Source: an optimization exercise on an open RTL-to-GDS flow (aim: small area, a short achievable clock period and few clock cycles per item). Production flows keep margins and buffers that such runs may drop. Only simulation tests tie the RTL to the original design; equivalence was not proved. Power is estimated from default activity; no workload was simulated.

==> inputs of job 3937 <==
Design quantized_matvec_accumulator, start of the top module:
module quantized_matvec_accumulator (
   input  logic                             clock,
   input  logic                             reset,
   input  logic                             req_valid,
   output logic                             req_ready,
   input  logic signed [15:0]               req_activation,
   input  logic [15:0]                      req_weight_word,
   input  logic signed [15:0]               req_weight_scale,
   output logic                             rsp_valid,
   input  logic                             rsp_ready,
   output logic signed [31:0]               rsp_dot_result,
   output logic [19:0]                      rsp_result_index,
   output logic [12:0]                      rsp_weight_row,
   output logic                             rsp_saturated,
   output logic                             rsp_job_done,
   input  logic                             csr_we,
   input  logic [2:0]                       csr_index,
   input  logic [12:0]                      csr_wdata
);
export LEC_CHECK = 0
export CAP_MARGIN = 20
export CORE_MARGIN = 2
export CORE_UTILIZATION = 40
export SLEW_MARGIN = 20
create_clock -name core_clock -period 11.5 [get_ports {clock}]
run.sh (not shown) runs the stock make flow with config.mk's settings and CLKGATE_MAP_FILE= SYNTH_SCRIPT=/design/flow/synth_recipe.tcl, a recipe that flattens the netlist after the stock synthesis.
==> job 7513 (differences from job 3937) <==
--- a/flow/design.v
+++ b/flow/design.v
@@ -78,44 +78,39 @@
    input  logic [12:0]                    csr_wdata,
    input  logic                           stride_we,
    input  logic                           req_valid,
    output logic                           req_ready,
    input  logic                           rsp_xfer,
    output logic                           fire,
    output logic                           last,
    output logic [1:0]                     elem_lo,
-   output logic [qmva_pkg::INDEX_W-1:0]   rsp_result_index,
-   output logic [qmva_pkg::WROW_W-1:0]    rsp_weight_row,
-   output logic                           rsp_job_done
+   output logic [qmva_pkg::INDEX_W-1:0]   idx_out,
+   output logic [qmva_pkg::WROW_W-1:0]    wrow_out,
+   output logic                           done_out
 );
    logic [qmva_pkg::LEN_W-1:0]    elem_ff;
    logic [qmva_pkg::NB_W-1:0]     batch_ff;
    logic [qmva_pkg::NR_W-1:0]     row_ff;
    logic [qmva_pkg::INDEX_W-1:0]  idx_ff;
-   logic [qmva_pkg::WROW_W-1:0]   wrow_ff;
-   logic                          done_ff;
-   logic                          recomp_ff, last_ff, busy_ff, ready_ff, adv_ff;
+   logic                          recomp_ff, last_ff, busy_ff, ready_ff;
    logic batch_last, row_last, recomp_done, len1, next_is_last;
    logic recomp_n, last_n, busy_n;
-   logic [qmva_pkg::NB_W-1:0]     batch_n;
-   logic [qmva_pkg::NR_W-1:0]     row_n;
-   logic [qmva_pkg::INDEX_W-1:0]  idx_adv;
    assign batch_last   = (batch_ff >= cfg.nbm1);
    assign row_last     = (row_ff >= cfg.nrm1);
    assign recomp_done  = (elem_ff[qmva_pkg::NB_W-1:0] == batch_ff);
    assign len1         = (cfg.lenm1 == '0);
    assign next_is_last = (qmva_pkg::LEN_W'(elem_ff + 1'b1) == cfg.lenm1);
    assign req_ready = ready_ff;
    assign fire      = req_valid && ready_ff;
    assign last      = last_ff;
    assign elem_lo   = elem_ff[1:0];
-   assign rsp_result_index = idx_ff;
-   assign rsp_weight_row   = wrow_ff;
-   assign rsp_job_done     = done_ff;
+   assign idx_out  = idx_ff;
+   assign wrow_out = qmva_pkg::WROW_W'({1'b0, cfg.out_start} + {1'b0, row_ff});
+   assign done_out = batch_last && row_last;
    always_comb begin
       recomp_n = recomp_ff;
       if (stride_we)
          recomp_n = 1'b1;
       else if (recomp_ff && recomp_done)
          recomp_n = 1'b0;
       last_n = last_ff;
       if (csr_we && csr_index == 3'd1)
@@ -126,109 +121,105 @@
          last_n = recomp_done ? len1 : last_ff;
       else if (fire)
          last_n = last_ff ? len1 : next_is_last;
       busy_n = busy_ff;
       if (fire && last_ff)
          busy_n = 1'b1;
       else if (rsp_xfer)
          busy_n = 1'b0;
-      batch_n = batch_ff;
-      row_n   = row_ff;
-      idx_adv = idx_ff;
-      if (adv_ff) begin
-         if (batch_last) begin
-            batch_n = '0;
-            if (row_last) begin
-               row_n   = '0;
-               idx_adv = '0;
-            end else begin
-               row_n   = row_ff + 1'b1;
-               idx_adv = qmva_pkg::INDEX_W'(row_ff + 1'b1);
-            end
-         end else begin
-            batch_n = batch_ff + 1'b1;
-            idx_adv = idx_ff + qmva_pkg::INDEX_W'(cfg.out_stride);
-         end
-      end
    end
    always_ff @(posedge clock) begin
       if (reset) begin
          recomp_ff <= 1'b0;
          last_ff   <= 1'b1;
          busy_ff   <= 1'b0;
          ready_ff  <= 1'b1;
-         adv_ff    <= 1'b0;
       end else begin
          recomp_ff <= recomp_n;
          last_ff   <= last_n;
          busy_ff   <= busy_n;
          ready_ff  <= !recomp_n && !(last_n && busy_n);
-         adv_ff    <= rsp_xfer;
       end
    end
    always_ff @(posedge clock) begin
       if (reset) begin
          elem_ff  <= '0;
          batch_ff <= '0;
          row_ff   <= '0;
          idx_ff   <= '0;
-      end else begin
-         batch_ff <= batch_n;
-         row_ff   <= row_n;
-         if (stride_we) begin
+      end else if (stride_we) begin
+         elem_ff <= '0;
+         idx_ff  <= qmva_pkg::INDEX_W'(row_ff);
+      end else if (recomp_ff) begin
+         if (recomp_done) begin
+            elem_ff <= '0;
+         end else begin
+            elem_ff <= elem_ff + 1'b1;
+            idx_ff  <= idx_ff + qmva_pkg::INDEX_W'(cfg.out_stride);
+         end
+      end else if (fire) begin
+         if (last_ff) begin
             elem_ff <= '0;
-            idx_ff  <= qmva_pkg::INDEX_W'(row_n);
-         end else if (recomp_ff) begin
-            if (recomp_done) begin
-               elem_ff <= '0;
+            if (batch_last) begin
+               batch_ff <= '0;
+               if (row_last) begin
+                  row_ff <= '0;
+                  idx_ff <= '0;
+               end else begin
+                  row_ff <= row_ff + 1'b1;
+                  idx_ff <= qmva_pkg::INDEX_W'(row_ff + 1'b1);
+               end
             end else begin
-               elem_ff <= elem_ff + 1'b1;
-               idx_ff  <= idx_ff + qmva_pkg::INDEX_W'(cfg.out_stride);
+               batch_ff <= batch_ff + 1'b1;
+               idx_ff   <= idx_ff + qmva_pkg::INDEX_W'(cfg.out_stride);
             end
          end else begin
-            idx_ff <= idx_adv;
-            if (fire)
-               elem_ff <= last_ff ? '0 : elem_ff + 1'b1;
+            elem_ff <= elem_ff + 1'b1;
          end
       end
    end
-   always_ff @(posedge clock) begin
-      wrow_ff <= qmva_pkg::WROW_W'({1'b0, cfg.out_start} + {1'b0, row_ff});
-      done_ff <= batch_last && row_last;
-   end
 endmodule
 module qmva_dp (
    input  logic                           clock,
    input  logic                           reset,
    input  qmva_pkg::cfg_type              cfg,
    input  logic                           fire,
    input  logic                           last,
    input  logic [1:0]                     elem_lo,
    input  logic signed [15:0]             activation,
    input  logic [15:0]                    weight_word,
    input  logic signed [15:0]             weight_scale,
+   input  logic [qmva_pkg::INDEX_W-1:0]   idx_in,
+   input  logic [qmva_pkg::WROW_W-1:0]    wrow_in,
+   input  logic                           done_in,
    output logic                           rsp_xfer,
    output logic                           rsp_valid,
    input  logic                           rsp_ready,
    output logic signed [31:0]             rsp_dot_result,
-   output logic                           rsp_saturated
+   output logic [qmva_pkg::INDEX_W-1:0]   rsp_result_index,
+   output logic [qmva_pkg::WROW_W-1:0]    rsp_weight_row,
+   output logic                           rsp_saturated,
+   output logic                           rsp_job_done
 );
    localparam int AW = qmva_pkg::ACC_W;
    localparam int HW = qmva_pkg::HI_W;
    logic [15:0]          act_ff;
    logic [7:0]           one_ff, two_ff, neg_ff;
    logic                 clr1_ff, last1_ff, first_ff;
    logic [AW-1:0]        s_ff, c_ff;
    logic                 last2_ff;
    logic signed [AW-1:0] x_ff;
    logic signed [15:0]   m_ff;
    logic signed [HW-1:0] h_ff;
    logic [3:0]           cnt_ff;
    logic                 run_ff, fin_ff, valid_ff, sat_ff;
+   logic [qmva_pkg::INDEX_W-1:0] idx_ff;
+   logic [qmva_pkg::WROW_W-1:0]  wrow_ff;
+   logic                 done_ff;
    logic signed [15:0] wval;
    logic [3:0]         nib;
    logic [1:0]         crumb;
    always_comb begin
       nib = elem_lo[0] ? weight_word[7:4] : weight_word[3:0];
       case (elem_lo)
          2'd0:    crumb = weight_word[1:0];
          2'd1:    crumb = weight_word[3:2];
@@ -347,23 +338,30 @@
          bcb_ff <= bdec(x_ff[7:5]);
       end else if (fin_ff && !inrange) begin
          x_ff[AW-1:12] <= h_ff[HW-1] ? 32'h80000000 : 32'h7fffffff;
       end
       if (run_ff)
          h_ff <= t[HW+3:4];
       if (fin_ff)
          sat_ff <= !inrange;
-      if (fire && last)
-         m_ff <= m_in;
+      if (fire && last) begin
+         m_ff    <= m_in;
+         idx_ff  <= idx_in;
+         wrow_ff <= wrow_in;
+         done_ff <= done_in;
+      end
    end
    assign rsp_xfer         = valid_ff && rsp_ready;
    assign rsp_valid        = valid_ff;
    assign rsp_dot_result   = x_ff[AW-1:12];
    assign rsp_saturated    = sat_ff;
+   assign rsp_result_index = idx_ff;
+   assign rsp_weight_row   = wrow_ff;
+   assign rsp_job_done     = done_ff;
 endmodule
 module qmva_csa (
    input  logic [15:0] a,
    input  logic [7:0]  one,
    input  logic [7:0]  two,
    input  logic [7:0]  neg,
    input  logic [43:0] s_in,
    input  logic [43:0] c_in,
@@ -1165,16 +1163,19 @@
    input  logic                             csr_we,
    input  logic [2:0]                       csr_index,
    input  logic [12:0]                      csr_wdata
 );
    qmva_pkg::cfg_type             cfg;
    logic                          stride_we;
    logic                          rsp_xfer, fire, last;
    logic [1:0]                    elem_lo;
+   logic [qmva_pkg::INDEX_W-1:0]  idx;
+   logic [qmva_pkg::WROW_W-1:0]   wrow;
+   logic                          done;
    qmva_csr u_csr (
       .clock     (clock),
       .reset     (reset),
       .csr_we    (csr_we),
       .csr_index (csr_index),
       .csr_wdata (csr_wdata),
       .cfg       (cfg),
       .stride_we (stride_we)
@@ -1188,29 +1189,35 @@
       .csr_wdata (csr_wdata),
       .stride_we (stride_we),
       .req_valid (req_valid),
       .req_ready (req_ready),
       .rsp_xfer  (rsp_xfer),
       .fire      (fire),
       .last      (last),
       .elem_lo   (elem_lo),
-      .rsp_result_index (rsp_result_index),
-      .rsp_weight_row   (rsp_weight_row),
-      .rsp_job_done     (rsp_job_done)
+      .idx_out   (idx),
+      .wrow_out  (wrow),
+      .done_out  (done)
    );
    qmva_dp u_dp (
       .clock            (clock),
       .reset            (reset),
       .cfg              (cfg),
       .fire             (fire),
       .last             (last),
       .elem_lo          (elem_lo),
       .activation       (req_activation),
       .weight_word      (req_weight_word),
       .weight_scale     (req_weight_scale),
+      .idx_in           (idx),
+      .wrow_in          (wrow),
+      .done_in          (done),
       .rsp_xfer         (rsp_xfer),
       .rsp_valid        (rsp_valid),
       .rsp_ready        (rsp_ready),
       .rsp_dot_result   (rsp_dot_result),
-      .rsp_saturated    (rsp_saturated)
+      .rsp_result_index (rsp_result_index),
+      .rsp_weight_row   (rsp_weight_row),
+      .rsp_saturated    (rsp_saturated),
+      .rsp_job_done     (rsp_job_done)
    );
 endmodule
==> results.txt <==
	job 3937	job 7513
Final instance count without filler cells	3815	3840
Flops & latches, synth	351	370
Die X	262 um	264 um
Worst path arrival time	4.98 ns	5.18 ns
P&R area growth vs syn	11.3%	11.8%
Clock buffer count in the final layout	50	57
Area of the multi-input gates	16600 um2	16500 um2
Delay of the slowest critical-path stage	0.59 ns	0.73 ns
Data required time at the worst endpoint	11.83 ns	11.97 ns
Number of standard cells after synthesis	2931	2932
Fin worst setup slack	6.85 ns	6.79 ns
Complex-gate fraction of the synthesized area	0.172	0.158
Multi-input combinational cell count	2061	2055
Global-route track usage on met3	0.0425	0.0297
Status	finished clean	finished clean
Achievable Freq	215 MHz	212 MHz
Worst vdd rail ir drop	105 uV	138 uV
Unique cell type count in the Yosys netlist	87	76
Number of placement rows	94	95
DP Area	28100 um2	28700 um2
Testbench counts of job 3937, summed over its fixed seeds: cycles 27,508, elements 25,630.
Testbench counts of job 7513, summed over its fixed seeds: cycles 27,508, elements 25,630.

* * *

==> 10-08 <==
Another version of the RTL of quantized_matvec_accumulator (not shown whole).
==> module qmva_ctrl, before the edit <==
module qmva_ctrl (
   input  logic                           clock,
   input  logic                           reset,
   input  qmva_pkg::cfg_type              cfg,
   input  logic                           stride_we,
   input  logic                           len_written,
   input  logic                           req_valid,
   input  logic                           reset_in,
   output logic                           req_ready,
   input  logic                           rsp_ready,
   input  logic                           rsp_valid,
   output logic                           fire,
   output logic                           last,
   output logic [1:0]                     elem_lo,
   output logic [qmva_pkg::INDEX_W-1:0]   rsp_result_index,
   output logic [qmva_pkg::WROW_W-1:0]    rsp_weight_row,
   output logic                           rsp_job_done
);
   logic [qmva_pkg::LEN_W-1:0]    elem_ff;
   logic [qmva_pkg::NB_W-1:0]     batch_ff;
   logic [qmva_pkg::NR_W-1:0]     row_ff;
   logic [qmva_pkg::INDEX_W-1:0]  idx_ff;
   logic [qmva_pkg::WROW_W-1:0]   wrow_ff;
   logic                          done_ff;
   logic                          recomp_ff, rinit_ff, last_ff, busy_ff, ready_ff;
   logic                          ready_port_ff;
   logic batch_last, row_last, recomp_done, len1, next_is_last, rstart;
   logic recomp_n, last_n, busy_n, ready_n, rsp_xfer;
   logic last_f, last_nf, busy_nx;
   logic [qmva_pkg::NB_W-1:0]     batch_n;
   logic [qmva_pkg::NR_W-1:0]     row_n;
   logic [qmva_pkg::INDEX_W-1:0]  idx_adv, idx_plus;
   logic [qmva_pkg::WROW_W-1:0]   wrow_sum;
   qmva_add20 u_idx_add (
      .a (idx_ff),
      .b (qmva_pkg::INDEX_W'(cfg.out_stride)),
      .y (idx_plus)
   );
   qmva_add13 u_wrow_add (
      .a ({1'b0, cfg.out_start}),
      .b ({1'b0, row_ff}),
      .y (wrow_sum)
   );
   assign batch_last   = (batch_ff >= cfg.nbm1);
   assign row_last     = (row_ff >= cfg.nrm1);
   assign recomp_done  = !rinit_ff && (elem_ff[qmva_pkg::NB_W-1:0] == batch_ff);
   assign rstart       = stride_we && (batch_n != '0);
   assign len1         = (cfg.lenm1 == '0);
   assign next_is_last = (qmva_pkg::LEN_W'(elem_ff + 1'b1) == cfg.lenm1);
   assign req_ready = ready_port_ff;
   assign fire      = req_valid && ready_ff && !reset;
   assign rsp_xfer  = rsp_valid && rsp_ready;
   assign last      = len_written ? len1 : last_ff;
   assign elem_lo   = elem_ff[1:0];
   assign rsp_result_index = idx_ff;
   assign rsp_weight_row   = wrow_ff;
   assign rsp_job_done     = done_ff;
   always_comb begin
      recomp_n = rstart || (recomp_ff && !recomp_done);
      last_f  = last ? len1 : next_is_last;
      last_nf = recomp_ff ? (recomp_done ? len1 : last) : last;
      last_n  = fire ? last_f : last_nf;
      busy_nx = busy_ff && !rsp_xfer;
      busy_n  = (fire && last) || busy_nx;
      if (fire)
         ready_n = !(last_f && (last || busy_nx));
      else
         ready_n = !rstart && !(recomp_ff && !recomp_done) && !(last_nf && busy_nx);
   end
   always_comb begin
      batch_n = batch_ff;
      row_n   = row_ff;
      idx_adv = idx_ff;
      if (rsp_xfer) begin
         if (batch_last) begin
            batch_n = '0;
            if (row_last) begin
               row_n   = '0;
               idx_adv = '0;
            end else begin
               row_n   = row_ff + 1'b1;
               idx_adv = qmva_pkg::INDEX_W'(row_ff + 1'b1);
            end
         end else begin
            batch_n = batch_ff + 1'b1;
            idx_adv = idx_plus;
         end
      end
   end
   always_ff @(posedge clock) begin
      if (reset) begin
         recomp_ff <= 1'b0;
         rinit_ff  <= 1'b0;
         last_ff   <= 1'b1;
         busy_ff   <= 1'b0;
         ready_ff  <= 1'b1;
      end else begin
         recomp_ff <= recomp_n;
         rinit_ff  <= rstart;
         last_ff   <= last_n;
         busy_ff   <= busy_n;
         ready_ff  <= ready_n;
      end
   end
   always_ff @(posedge clock) begin
      if (reset_in)
         ready_port_ff <= 1'b0;
      else if (reset)
         ready_port_ff <= 1'b1;
      else
         ready_port_ff <= ready_n;
   end
   always_ff @(posedge clock) begin
      if (reset) begin
         elem_ff  <= '0;
         batch_ff <= '0;
         row_ff   <= '0;
         idx_ff   <= '0;
      end else begin
         batch_ff <= batch_n;
         row_ff   <= row_n;
         if (recomp_ff) begin
            if (rinit_ff) begin
               idx_ff <= qmva_pkg::INDEX_W'(row_ff);
            end else if (recomp_done) begin
               elem_ff <= '0;
            end else begin
               elem_ff <= elem_ff + 1'b1;
               idx_ff  <= idx_plus;
            end
         end else begin
            idx_ff <= idx_adv;
            if (fire)
               elem_ff <= last ? '0 : elem_ff + 1'b1;
         end
      end
   end
   always_ff @(posedge clock) begin
      wrow_ff <= wrow_sum;
      done_ff <= batch_last && row_last;
   end
endmodule
Settings: LEC_CHECK=0, CAP_MARGIN=20, CORE_MARGIN=2, CORE_UTILIZATION=40, SLEW_MARGIN=20; clock period 11.5 ns.
standard.sh (not shown) runs the stock make flow with config.mk's settings and CLKGATE_MAP_FILE= SYNTH_SCRIPT=/design/flow/synth_recipe.tcl, a recipe that flattens the netlist after the stock synthesis.
==> flow/flow/run.sh <==
#!/bin/bash
# The standard layout (the standard.sh: standard synthesis, then ORFS floorplan to
# finish) with two changes to how it is made:
#  - timing repair is asked to leave 7.8 ns of setup slack at the 11.5 ns clock, so that
#    it sizes and buffers the paths above 3.7 ns as well;
#  - the port buffers that placement inserts (one on every input and output, as in the
#    standard flow) are sky130_fd_sc_hd__buf_1 cells.
# The clock, constraints and everything else are the standard flow's.
set -euo pipefail
export SETUP_SLACK_MARGIN=7.8
export BUFFER_PORTS_ARGS="-buffer_cell sky130_fd_sc_hd__buf_1"
bash standard.sh finish > standard_flow.log 2>&1
==> inputs of 12-17, as changes to 10-08 <==
--- a/flow/design.v
+++ b/flow/design.v
@@ -96,7 +96,7 @@
    logic [qmva_pkg::INDEX_W-1:0]  idx_ff;
    logic [qmva_pkg::WROW_W-1:0]   wrow_ff;
    logic                          done_ff;
-   logic                          recomp_ff, rinit_ff, last_ff, busy_ff, ready_ff;
+   logic                          recomp_ff, rinit_ff, last_ff, busy_ff, ready_ff, adv_ff;
    logic                          ready_port_ff;
    logic batch_last, row_last, recomp_done, len1, next_is_last, rstart;
    logic recomp_n, last_n, busy_n, ready_n, rsp_xfer;
@@ -145,7 +145,7 @@
       batch_n = batch_ff;
       row_n   = row_ff;
       idx_adv = idx_ff;
-      if (rsp_xfer) begin
+      if (adv_ff) begin
          if (batch_last) begin
             batch_n = '0;
             if (row_last) begin
@@ -168,12 +168,14 @@
          last_ff   <= 1'b1;
          busy_ff   <= 1'b0;
          ready_ff  <= 1'b1;
+         adv_ff    <= 1'b0;
       end else begin
          recomp_ff <= recomp_n;
          rinit_ff  <= rstart;
          last_ff   <= last_n;
          busy_ff   <= busy_n;
          ready_ff  <= ready_n;
+         adv_ff    <= rsp_xfer;
       end
    end
    always_ff @(posedge clock) begin
CTS_BUF_LIST = sky130_fd_sc_hd__clkbuf_8   (was unset)
CTS_CLUSTER_SIZE = 24   (was unset)
==> inputs of 11-07, as changes to 10-08 <==
--- a/flow/design.v
+++ b/flow/design.v
@@ -96,7 +96,7 @@
    logic [qmva_pkg::INDEX_W-1:0]  idx_ff;
    logic [qmva_pkg::WROW_W-1:0]   wrow_ff;
    logic                          done_ff;
-   logic                          recomp_ff, rinit_ff, last_ff, busy_ff, ready_ff;
+   logic                          recomp_ff, rinit_ff, last_ff, busy_ff, ready_ff, adv_ff;
    logic                          ready_port_ff;
    logic batch_last, row_last, recomp_done, len1, next_is_last, rstart;
    logic recomp_n, last_n, busy_n, ready_n, rsp_xfer;
@@ -145,7 +145,7 @@
       batch_n = batch_ff;
       row_n   = row_ff;
       idx_adv = idx_ff;
-      if (rsp_xfer) begin
+      if (adv_ff) begin
          if (batch_last) begin
             batch_n = '0;
             if (row_last) begin
@@ -168,12 +168,14 @@
          last_ff   <= 1'b1;
          busy_ff   <= 1'b0;
          ready_ff  <= 1'b1;
+         adv_ff    <= 1'b0;
       end else begin
          recomp_ff <= recomp_n;
          rinit_ff  <= rstart;
          last_ff   <= last_n;
          busy_ff   <= busy_n;
          ready_ff  <= ready_n;
+         adv_ff    <= rsp_xfer;
       end
    end
    always_ff @(posedge clock) begin
==> flow/flow/run.sh (replaced) <==
#!/bin/bash
# The standard layout (the standard.sh: standard synthesis, then ORFS floorplan to
# finish), with timing repair asked to leave 7.5 ns of setup slack at the 11.5 ns clock,
# so that it sizes and buffers the paths above 4 ns as well. The clock, constraints and
# everything else are the standard flow's.
set -euo pipefail
export SETUP_SLACK_MARGIN=7.5
bash standard.sh finish > standard_flow.log 2>&1
==> comparison table <==
item	12-17	10-08	11-07
Outcome	no timing/DRC/antenna violations	no timing/DRC/antenna violations	no timing/DRC/antenna violations
Worst r2r dst	u_dp.h_ff[13]	u_dp.h_ff[16]	u_dp.s_ff[18]
Library cell used as clock root buffer	sky130_fd_sc_hd__clkbuf_8	sky130_fd_sc_hd__clkbuf_16	sky130_fd_sc_hd__clkbuf_16
Final std cell area, no fill	29400 um^2	29700 um^2	30000 um^2
Peak ir drop on the vdd network	0.137 mV	0.147 mV	0.148 mV
Number of stages on the worst setup path	9	10	1
Non-clk buf share	0.0339	0.0362	0.0587
Chip Width	261 um	261 um	261 um
Clock network power consumption	1.28 mW	1.44 mW	1.42 mW
Adder and majority cell fraction of the synthesized area	0.240	0.240	0.240
Critical path launch point type	primary input	primary input	flop
Largest driver fanout on the critical path	5	5	3
Multi-input combinational gate total	1854	1868	1854
CP max stage cell	sky130_fd_sc_hd__or4_4	sky130_fd_sc_hd__or4_4	sky130_fd_sc_hd__clkdlybuf4s50_1
Total die area	67900 um^2	68000 um^2	67900 um^2
Yosys cell types	83	75	83
Cell Count Post-Placement	3573	3577	3574
Testbench counts of 10-08, summed over its fixed seeds: cycles 27,508, elements 25,630.
Testbench counts of 12-17, summed over its fixed seeds: cycles 27,508, elements 25,630.
Testbench counts of 11-07, summed over its fixed seeds: cycles 27,508, elements 25,630.

-- re-timing with driven ports --
Ports are ideal in the flow. The routed layouts listed here were re-timed in OpenROAD. Step 1 (the two cells are an assumption about what drives the block):
set clk [get_ports {clock}]
set_driving_cell -lib_cell sky130_fd_sc_hd__clkbuf_16 $clk
set_driving_cell -lib_cell sky130_fd_sc_hd__buf_2 [delete_from_list [all_inputs] $clk]
Step 2 also shifts input and output timing later by t, the mid clock arrival at the registers, as if the neighbouring blocks saw the same clock. Three values: ideal ports, drivers, drivers and shift; two values: the first two.
| run | t (ns) | setup slack, ns | clock arrival spread, ns | slew at the worst register clock pin (ns) | worst slew at a driven data input, ns |
|---|---|---|---|---|---|
| job 3937 | 0.647 | 6.852 / 6.852 / 6.266 | 0.035 / 0.036 | 0.06 / 0.06 | 0.05 |
| job 7513 | 0.653 | 6.793 / 6.827 / 6.174 | 0.046 / 0.046 | 0.07 / 0.07 | 0.05 |
| 10-08 | 0.633 | 7.806 / 7.797 / 7.211 | 0.026 / 0.026 | 0.06 / 0.06 | 0.12 |
| 12-17 | 0.731 | 7.745 / 7.754 / 7.027 | 0.067 / 0.066 | 0.07 / 0.07 | 0.10 |
| 11-07 | 0.651 | 7.565 / 7.503 / 6.965 | 0.040 / 0.040 | 0.07 / 0.07 | 0.09 |
After both steps setup and hold are still met in every run listed. For 12-17, which loses most, drivers alone change the setup slack by +0.009 ns; drivers and shift together by -0.718 ns.
